This is an optimization exercise on Yosys and OpenROAD, whose aim is small area, a short achievable clock period and few clock cycles per item, not a production implementation.
Function was not checked in any run shown here: the RTL went through the layout flow alone.

## flow/design.v (module list and top-level ports; edited modules follow where they fit)
// module hsl_to_rgb_converter: 1666 lines
// module hsl_fa: 4 lines
// module hsl_ha: 4 lines
module hsl_to_rgb_converter #(
    parameter int unsigned FRAC_BITS = hsl2rgb_pkg::FRAC_BITS_DEF
) (
    input  logic             i_clk,
    input  logic             i_rst_n,
    input  logic             i_pix_valid,
    output logic             i_pix_ready,
    input  logic [hsl2rgb_pkg::HUE_W-1:0] i_pix_hue,
    input  logic [hsl2rgb_pkg::SL_W-1:0]  i_pix_saturation,
    input  logic [hsl2rgb_pkg::SL_W-1:0]  i_pix_lightness,
    output logic             o_pix_valid,
    input  logic             o_pix_ready,
    output logic [hsl2rgb_pkg::CH_W-1:0]  o_pix_red,
    output logic [hsl2rgb_pkg::CH_W-1:0]  o_pix_green,
    output logic [hsl2rgb_pkg::CH_W-1:0]  o_pix_blue
);
  // ...
==> flow/run.sh <==
#!/bin/bash
# synth_recipe.tcl (not shown) runs the flow's synth.tcl, then flattens the netlist and writes it again
# the make line also repeats each setting of config.mk as NAME=value (left out here)
make -C /OpenROAD-flow-scripts/flow DESIGN_CONFIG=/design/flow/config.mk WORK_HOME=/design/flow/orfs CLKGATE_MAP_FILE= SYNTH_SCRIPT=/design/flow/synth_recipe.tcl finish
==> flow/config.mk <==
export PLATFORM = sky130hd
export DESIGN_NAME = hsl_to_rgb_converter
export DESIGN_NICKNAME = hsl_to_rgb_converter
export VERILOG_FILES = /design/flow/design.v
export SDC_FILE = /design/flow/constraint.sdc
export NUM_CORES = 4
export LEC_CHECK = 0
export CAP_MARGIN = 20
export CORE_MARGIN = 2
export CORE_UTILIZATION = 45
export PLACE_DENSITY = 0.6
export SETUP_SLACK_MARGIN = 2.0
export SLEW_MARGIN = 20
export SYNTH_HIERARCHICAL = 1
==> flow/constraint.sdc <==
create_clock -name core_clock -period 8.0 [get_ports {i_clk}]
set_input_delay 1.6000 -clock core_clock [delete_from_list [all_inputs] [get_ports {i_clk}]]
set_output_delay 1.6000 -clock core_clock [all_outputs]
set_load 0.01 [all_outputs]
==> metrics.cfg, run 1 <==
[sta]
holdWs_ns = 0.4229
max_slew_margin_pct = 27.78
setup_viol = 0
skew_ns = 0.01718
worstMarginPinSlew_ns = 1.083

[final_layout]
multi_input_gates = 1703
final_core_util_pct = 50.71
fin_nets = 2601
n_fill_cell = 4150
n_all_inverters = 115
nonClkBufAreaFrac_pct = 5.285
instances_no_fill = 2766

[place]
hpwl_um = 41430
placed_area_sq_um = 22170
gp_congestion = 0.9069

[setup_path]
cp_common_cell = fa_1
critPathMaxFanout = 6
critical-path-max-stage-delay_ns = 0.59
crit_cells = 19
critPathBufInv = 1
r2r-start = r1_i_pix_lightness_49
crit_path_end = r2_c_351_386

[yosys]
synth.mux.area_fraction_pct = 0.2849
synth_top_family_by_area = adder cells
yosysWarnings = 7
ys_types = 78
synth_top_area_cell = edfxtp_1
ys_seq_area_share_pct = 25.02
synth_compound_area_share_pct = 14.15

[routing]
first_pass_iters = 6
num_vias = 15790
ant_nets = 0

[clock_network]
htreeDepth = 4
cts_buffers = 17
clock_latency_ns = 0.50
clock-sinks = 177
postCtsSetupBuffers = 8

[global_route]
antenna_found_initial = 0

[floorplanning]
ios = 68

[status]
run_status = timing/DRC/antenna clean

==> run 2, diff against run 1 <==
--- a/flow/config.mk
+++ b/flow/config.mk
@@ -5,6 +5,7 @@
 export SDC_FILE = /design/flow/constraint.sdc
 export NUM_CORES = 4
 export LEC_CHECK = 0
+export ABC_AREA = 1
 export CAP_MARGIN = 20
 export CORE_MARGIN = 2
 export CORE_UTILIZATION = 45
==> metrics.cfg, run 2 <==
[routing]
wl_met1_um = 26570  ; was 23,750 um
wl_per_cell_um = 20.11  ; was 20.15 um
via_per_inst = 5.634  ; was 5.710
routed_wl_um = 59310  ; was 55,750 um
first_pass_iters = 6  ; unchanged
drt-initial-drc-count = 1586  ; was 1,148
wl_met3_um = 3805  ; was 3189 um
ant_nets = 0  ; unchanged
route.met2.wl_um = 26980  ; was 26,940 um
num_vias = 16620  ; was 15,790
drcViolationCount = 0  ; unchanged
routed.top_layer = met4  ; unchanged

[floorplanning]
die_area_sq_um = 48660  ; was 48,590 sq um
fp-row-count = 79  ; unchanged
core_sq_um = 46460  ; was 46,360 sq um
die_width_um = 220.6  ; was 220.4 um
ios = 68  ; unchanged
start_util_pct = 45.44  ; was 45.47%
fp.dieH_um = 220.6  ; was 220.4 um

[global_route]
grt_pass1_vias = 17020  ; was 15,700
overflow = 0  ; unchanged
antenna_found_initial = 0  ; unchanged
grt_pass1_wl_um = 94260  ; was 87,090 um
grt_usage_pct = 25.50  ; was 23.47%
grt_max_degree = 82  ; was 58

[sta]
min_period_over_period_pct = 72.49  ; was 72.66%
max_slew_margin_pct = 28.04  ; was 27.78%
setup_viol = 0  ; unchanged
skew_ns = 0.01809  ; was 0.01718 ns
worstMarginPinSlew_ns = 1.078  ; was 1.083 ns
finalSetupTns_ns = 0  ; unchanged
holdWs_ns = 0.4223  ; was 0.4229 ns
drv_slew = 0  ; unchanged
fin_ws_ns = 2.201  ; was 2.188 ns
hold_viol = 0  ; unchanged
rsz0062_at_grt = no  ; was yes
clock.fmax_ghz = 0.1724  ; was 0.1720 GHz
fin_crit_ns = 5.799  ; was 5.812 ns

[final_layout]
final_cell_mix = nand2_1 (287), nor2_1 (282), inv_1 (233)  ; was xnor2_1 (241), nor2_1 (232), fa_1 (222)
fin_nets = 2785  ; was 2,601
layout_commonest_cell = nand2_1  ; was xnor2_1
instances_no_fill = 2950  ; was 2,766
synthToLayoutAreaGrowth_pct = 9.164  ; was 11.53%
drive_above_1_share_pct = 5.591  ; was 7.550%
insertedDiodeCount = 0  ; unchanged

[setup_path]
critical-path-max-stage-delay_ns = 0.77  ; was 0.59 ns
crit_required_ns = 8.25  ; about the same
cp_common_cell = nand2_1  ; was fa_1
r2r_slack_ns = 2.20  ; was 2.19 ns
worstPathArrival_ns = 6.05  ; was 6.06 ns
path_cells = inv_1 > o22ai_1 > xor2_1 > ha_1 > fa_1 > fa_1 > fa_1 > ha_1 > nand2_1 > nor2_1 > nand2_1 > nor4_2 > nand2_1 > nand2_1 > nand2_1 > nand2_1 > nand2_1 > nand3_1 > nand2_1  ; was buf_6 > xor2_2 > nand2b_4 > nor2_1 > fa_1 > fa_1 > fa_1 > fa_1 > fa_1 > ha_4 > a21o_1 > a21o_1 > a21o_1 > a21oi_1 > o21ai_0 > a31o_2 > o31a_1 > a211oi_2 > xnor2_1
end_kind = flop  ; unchanged
critPathMaxFanout = 23  ; was 6
crit_type = flop to flop  ; unchanged
cp_slowest_cell = inv_1  ; was fa_1
worst_setup_path_start_kind = flop  ; unchanged

[clock_network]
clock_latency_ns = 0.50  ; about the same
clockRootBuffer = clkbuf_16  ; unchanged
clock_path_buffers = 2  ; unchanged
path_clk_slew_ns = 0.08  ; about the same
clock-sinks = 177  ; unchanged
cts_tree = done  ; unchanged
holdBufCountCts = 0  ; unchanged
cts_buffers = 17  ; unchanged
htreeDepth = 4  ; unchanged

[yosys]
ys_top_cells_by_area = edfxtp_1 (25%), fa_1 (21%), ha_1 (11%)  ; unchanged
synth_top_area_cell = edfxtp_1  ; unchanged
synth_ff_type = edfxtp_1  ; unchanged
synth.most_common_cell = nand2_1  ; was nor2_1
synth_seq_cells = 177  ; unchanged
yosysWarnings = 7  ; unchanged
synthCells = 2309  ; was 2,108
ys_seq_area_share_pct = 24.99  ; was 25.02%
synth.avg_cell_area_sq_um = 9.142  ; was 10.00 sq um
netlist.area_leader.share_pct = 24.61  ; was 24.64%
synth_edf_count = 173  ; unchanged
synthesis.area_sq_um = 21110  ; was 21,080 sq um
ys_types = 59  ; was 78
synthTopCellsByCount = nand2_1 (297), nor2_1 (282), inv_1 (236)  ; was nor2_1 (243), xnor2_1 (241), fa_1 (222)
synthArstFlopShare_pct = 0  ; unchanged

[hold_path]
hold_path_class = flop to flop  ; unchanged

[run]
maxCapViolCount = 0  ; unchanged

[place]
place_ws_ns = 1.595  ; was 1.520 ns
hpwl_um = 46780  ; was 41,430 um
gp_congestion = 0.9217  ; was 0.9069
io_buffers = 67  ; unchanged
dp.cells = 2910  ; was 2,680

[status]
run_status = timing/DRC/antenna clean  ; unchanged

-- run 2: cell types whose count changed in the layout (fill, tap and decap cells not counted), sizes merged, moves of 46 or more --
cell / change
a22oi: -108
inv: +130
nand2: +176
nor2: +46
o22ai: +118
xnor2: -204
xor2: +190
-- run 2: cell families after synthesis --
| family | synth area share (%) |
|---|---|
| adder cells (fa/ha/maj) | 32.38 |
| buffers and inverters | 6.319 |
| XOR/XNOR | 11.32 |
| AND/OR/NAND/NOR | 13.58 |
| flip-flops | 24.99 |
| other | 0.01776 |
| AO/OA/AOI/OAI | 11.36 |
| multiplexers | 0.04742 |
-- run 2: final timing paths --
check | from | end | cells after the start
setup / recovery | r2_bo_434 | r3_lv_726_734 | 19
hold / removal | r2_y_74_770 | r3_y_74_771 | 0
setup reg to reg | r2_bo_434 | r3_lv_726_734 | 19
hold reg to reg | r2_y_74_770 | r3_y_74_771 | 0
-- run 2: what timing repair did --
action	CTS	global route
gates resized for setup	5	16
setup buffers	0	7
endpoints found under the setup margin	7	4
cloned	0	1
-- run 2: per-layer routing --
metal	GRT usage, %	vias to the layer above
li1	-	7725
met1	35.29	8104
met2	40.16	673
met3	3.890	118
met4	10.33	0
met5	0	-
-- run 2: cell type report --
type / count / area [sq um]
clock buffer: 17 / 425.4
clock inverter: 15 / 142.6
fill: 4428 / 23410
inverter: 243 / 927.1
multi-input combinational: 1791 / 14590
sequential: 177 / 5275
tap: 607 / 759.5
timing repair buffer: 100 / 925.9
-- run 2: worst max-delay path: cells and delay by family (launching register included) --
| kind | cells | cell delay, ns |
|---|---|---|
| fa+ha+maj | 5 | 2.36 |
| buf+inv | 1 | 0.77 |
| simple gates | 11 | 1.62 |
| flops | 1 | 0.41 |
| compound gates | 1 | 0.18 |
| xor+xnor | 1 | 0.19 |
-- run 2: stage by stage --
stage	utilization, %	area (sq um)
5_1_grt	49.60	23040
4_1_cts	49.33	22920
2_1_floorplan	-	21130
3_3_place_gp	48.07	22330
6_report	49.60	23040
3_5_place_dp	48.07	22330
-- run 2: Yosys stat by module (local to each module, per instance) --
| module | flops+latches | cells | times used |
|---|---|---|---|
| hsl_to_rgb_converter | 177 | 2054 | 1 |
| hsl_fa | 0 | 1 | 219 |
| hsl_ha | 0 | 1 | 36 |
==> run 3, diff against run 2 <==
--- a/flow/config.mk
+++ b/flow/config.mk
@@ -8,8 +8,8 @@
 export ABC_AREA = 1
 export CAP_MARGIN = 20
 export CORE_MARGIN = 2
-export CORE_UTILIZATION = 45
-export PLACE_DENSITY = 0.6
+export CORE_UTILIZATION = 65
+export PLACE_DENSITY = 0.75
 export SETUP_SLACK_MARGIN = 2.0
 export SLEW_MARGIN = 20
 export SYNTH_HIERARCHICAL = 1
==> metrics.cfg, run 3 <==
[run]
maxCapViolCount = 0  ; unchanged

[place]
hpwl_um = 44880  ; was 46,780 um
gp_congestion = 0.9453  ; was 0.9217
io_buffers = 67  ; unchanged

[yosys]
ys_types = 59  ; unchanged
synthArstFlopShare_pct = 0  ; unchanged
synth.avg_cell_area_sq_um = 9.142  ; unchanged
synth_seq_cells = 177  ; unchanged
synthCells = 2309  ; unchanged
netlist.area_leader.share_pct = 24.61  ; unchanged
synth_edf_count = 173  ; unchanged
ys_seq_area_share_pct = 24.99  ; unchanged
synth_top_area_cell = edfxtp_1  ; unchanged
ys_top_cells_by_area = edfxtp_1 (25%), fa_1 (21%), ha_1 (11%)  ; unchanged
synth_ff_type = edfxtp_1  ; unchanged
synth.most_common_cell = nand2_1  ; unchanged
synthesis.area_sq_um = 21110  ; unchanged
yosysWarnings = 7  ; unchanged
synthTopCellsByCount = nand2_1 (297), nor2_1 (282), inv_1 (236)  ; unchanged

[routing]
num_vias = 17160  ; was 16,620
drt-initial-drc-count = 1852  ; was 1,586
routed_wl_um = 58310  ; was 59,310 um
wl_per_cell_um = 21.02  ; was 20.11 um
via_per_inst = 6.186  ; was 5.634
drcViolationCount = 0  ; unchanged
ant_nets = 0  ; unchanged
first_pass_iters = 8  ; was 6

[global_route]
grt.busiest_layer = met2  ; unchanged
grt_util_met1_pct = 48.72  ; was 35.29%
use_met2_pct = 55.52  ; was 40.16%
grt_use_met3_pct = 8.674  ; was 3.890%
grt_usage_pct = 35.87  ; was 25.50%
grt_pass1_vias = 17250  ; was 17,020
grt_pass1_wl_um = 92960  ; was 94,260 um
overflow = 0  ; unchanged
grt_max_degree = 177  ; was 82
antenna_found_initial = 0  ; unchanged

[setup_path]
worst_setup_path_start_kind = flop  ; unchanged
cp_common_cell = fa_1  ; was nand2_1
critPathMaxFanout = 23  ; unchanged
crit_path_start = r2_bo_434  ; unchanged
worstPathArrival_ns = 5.97  ; was 6.05 ns
critical-path-max-stage-delay_ns = 0.68  ; was 0.77 ns
crit_required_ns = 8.22  ; was 8.25 ns
path_cells = inv_1 > o22ai_1 > xor2_1 > fa_1 > fa_1 > fa_1 > fa_1 > ha_1 > a21oi_1 > inv_1 > a31oi_1 > o21ai_0 > a221oi_1 > nand2_1 > nand2_1 > nand2_1  ; was inv_1 > o22ai_1 > xor2_1 > ha_1 > fa_1 > fa_1 > fa_1 > ha_1 > nand2_1 > nor2_1 > nand2_1 > nor4_2 > nand2_1 > nand2_1 > nand2_1 > nand2_1 > nand2_1 > nand3_1 > nand2_1
crit_type = flop to flop  ; unchanged
cp_slowest_cell = inv_1  ; unchanged
end_kind = flop  ; unchanged
r2r-start = r2_bo_434  ; unchanged

[clock_network]
path_clk_slew_ns = 0.08  ; about the same
clock_path_buffers = 2  ; unchanged
clock_latency_ns = 0.47  ; was 0.50 ns
cts_tree = done  ; unchanged
clock-sinks = 177  ; unchanged
cts_buffers = 17  ; unchanged
htreeDepth = 4  ; unchanged
clockRootBuffer = clkbuf_16  ; unchanged

[floorplanning]
die_width_um = 184.2  ; was 220.6 um
die_area_sq_um = 33930  ; was 48,660 sq um
ios = 68  ; unchanged
fp.dieH_um = 184.2  ; was 220.6 um
fp-row-count = 65  ; was 79
start_util_pct = 66.38  ; was 45.44%
core_sq_um = 31800  ; was 46,460 sq um

[sta]
skew_ns = 0.01466  ; was 0.01809 ns
drv_slew = 0  ; unchanged
rsz0062_at_grt = yes  ; was no
setup_viol = 0  ; unchanged
worstMarginPinSlew_ns = 1.035  ; was 1.078 ns
max_slew_margin_pct = 30.89  ; was 28.04%
clock.fmax_ghz = 0.1740  ; was 0.1724 GHz
min_period_over_period_pct = 71.86  ; was 72.49%
hold_viol = 0  ; unchanged
finalSetupTns_ns = 0  ; unchanged
fin_crit_ns = 5.748  ; was 5.799 ns

[final_layout]
regArea_sq_um = 5275  ; unchanged
n_fill_cell = 2391  ; was 4,428
synthToLayoutAreaGrowth_pct = 8.820  ; was 9.164%
insertedDiodeCount = 0  ; unchanged
drive_above_1_share_pct = 5.772  ; was 5.591%
layout_commonest_cell = nand2_1  ; unchanged
final_cell_mix = nand2_1 (285), nor2_1 (282), inv_1 (230)  ; was nand2_1 (287), nor2_1 (282), inv_1 (233)
fin_nets = 2781  ; was 2,785
final_core_util_pct = 72.24  ; was 49.60%
multiInputGateArea_sq_um = 14690  ; was 14,590 sq um

[hold_path]
hold_path_class = flop to flop  ; unchanged
min_from = r2_y_74_770  ; unchanged

[status]
run_status = timing/DRC/antenna clean  ; unchanged

run 3: cell counts after synthesis:
Identical to the previous run, type by type.
run 3: path summary, 6_finish.rpt:
check	end	slack (ns)	depth (start not counted)
setup / recovery	r3_lv_726_728	2.25	16
hold / removal	r3_y_74_771	0.43	0
setup reg to reg	r3_lv_726_728	2.25	16
hold reg to reg	r3_y_74_771	0.43	0
run 3: through the flow:
stage	hold slack, ns	worst slack (ns)	std cells	cell area (sq um)
global placement	0.4002	1.584	2732	22080
finish	0.4287	2.252	2774	22970
floorplan	0.4003	2.368	2314	21130
global route	0.4438	1.946	2774	22970
CTS	0.4316	2.009	2764	22730
detailed placement	0.4079	1.341	2732	22080
run 3: area by class of cell:
class / count / share of cell area (%)
inverter: 243 / 4.091
multi-input combinational: 1792 / 63.96
timing repair inverter: 2 / 0.04358
clock inverter: 15 / 0.8116
timing repair buffer: 93 / 3.911
clock buffer: 17 / 1.852
sequential: 177 / 22.96
tap: 435 / 2.369
run 3: kinds of logic (layout without fill, tap and decap cells):
| kind of cell | Yosys count | after routing | synth area share, % |
|---|---|---|---|
| AND/OR/NAND/NOR | 695 | 696 | 13.58 |
| adder cells (fa/ha/maj) | 413 | 413 | 32.38 |
| AO/OA/AOI/OAI | 408 | 408 | 11.36 |
| buffers and inverters | 346 | 370 | 6.319 |
| XOR/XNOR | 268 | 268 | 11.32 |
| flip-flops | 177 | 177 | 24.99 |
| other | 1 | 6 | 0.01776 |
| multiplexers | 1 | 1 | 0.04742 |
run 3: repair_timing:
item | 4_1_cts | 5_1_grt
gates cloned | 0 | 3
buffers inserted | 0 | 7
hold buffers | 0 | 0
pin swaps | 0 | 3
setup endpoints to repair | 14 | 9
resized for setup | 7 | 30
run 3: critical path: cells and delay by family (launching register included):
kind	cells	cell delay (ns)
adder cells (fa/ha/maj)	5	2.40
AO/OA/AOI/OAI	5	1.41
buffers and inverters	2	0.75
flip-flops	1	0.43
XOR/XNOR	1	0.28
AND/OR/NAND/NOR	3	0.23
run 3: Yosys stat by module, one instance, submodules excluded:
module,times used,flops+latches,cells,cell area (sq um)
hsl_fa,219,0,1,20.02
hsl_to_rgb_converter,1,177,2054,16270
hsl_ha,36,0,1,12.51
run 3: per-layer routing:
layer  part of all wire, %  up-vias
li1                      -     7724
met1                    40     8331
met2                    45      950
met3                    11      155
met4                   4.0        0
met5                     0        -

[static timing again, ports no longer ideal]
In the flow no input, the clock included, has a driving cell. The finished layouts below were timed again as built, in two steps.
Step 1 assumes that a clkbuf_16 drives the clock port and a buf_2 every other input.
Step 2 adds t to the input delays and takes it off the output delays; t is the mean of the earliest and latest rising clock arrival at the registers after step 1. Input paths then give back, and output paths get back, about the clock's delay inside the block.
Slacks: ideal ports / drivers / drivers and shift; pairs: ideal ports / drivers.
run	t, ns	setup WS [ns]	worst setup path at the end	pins driven straight from the clock port
run 1	0.550	2.188 / 2.188 / 2.188	register to register	1
run 2	0.547	2.201 / 2.201 / 2.201	register to register	1
run 3	0.518	2.252 / 2.252 / 2.252	register to register	1
After both steps setup and hold are still met in every run listed.
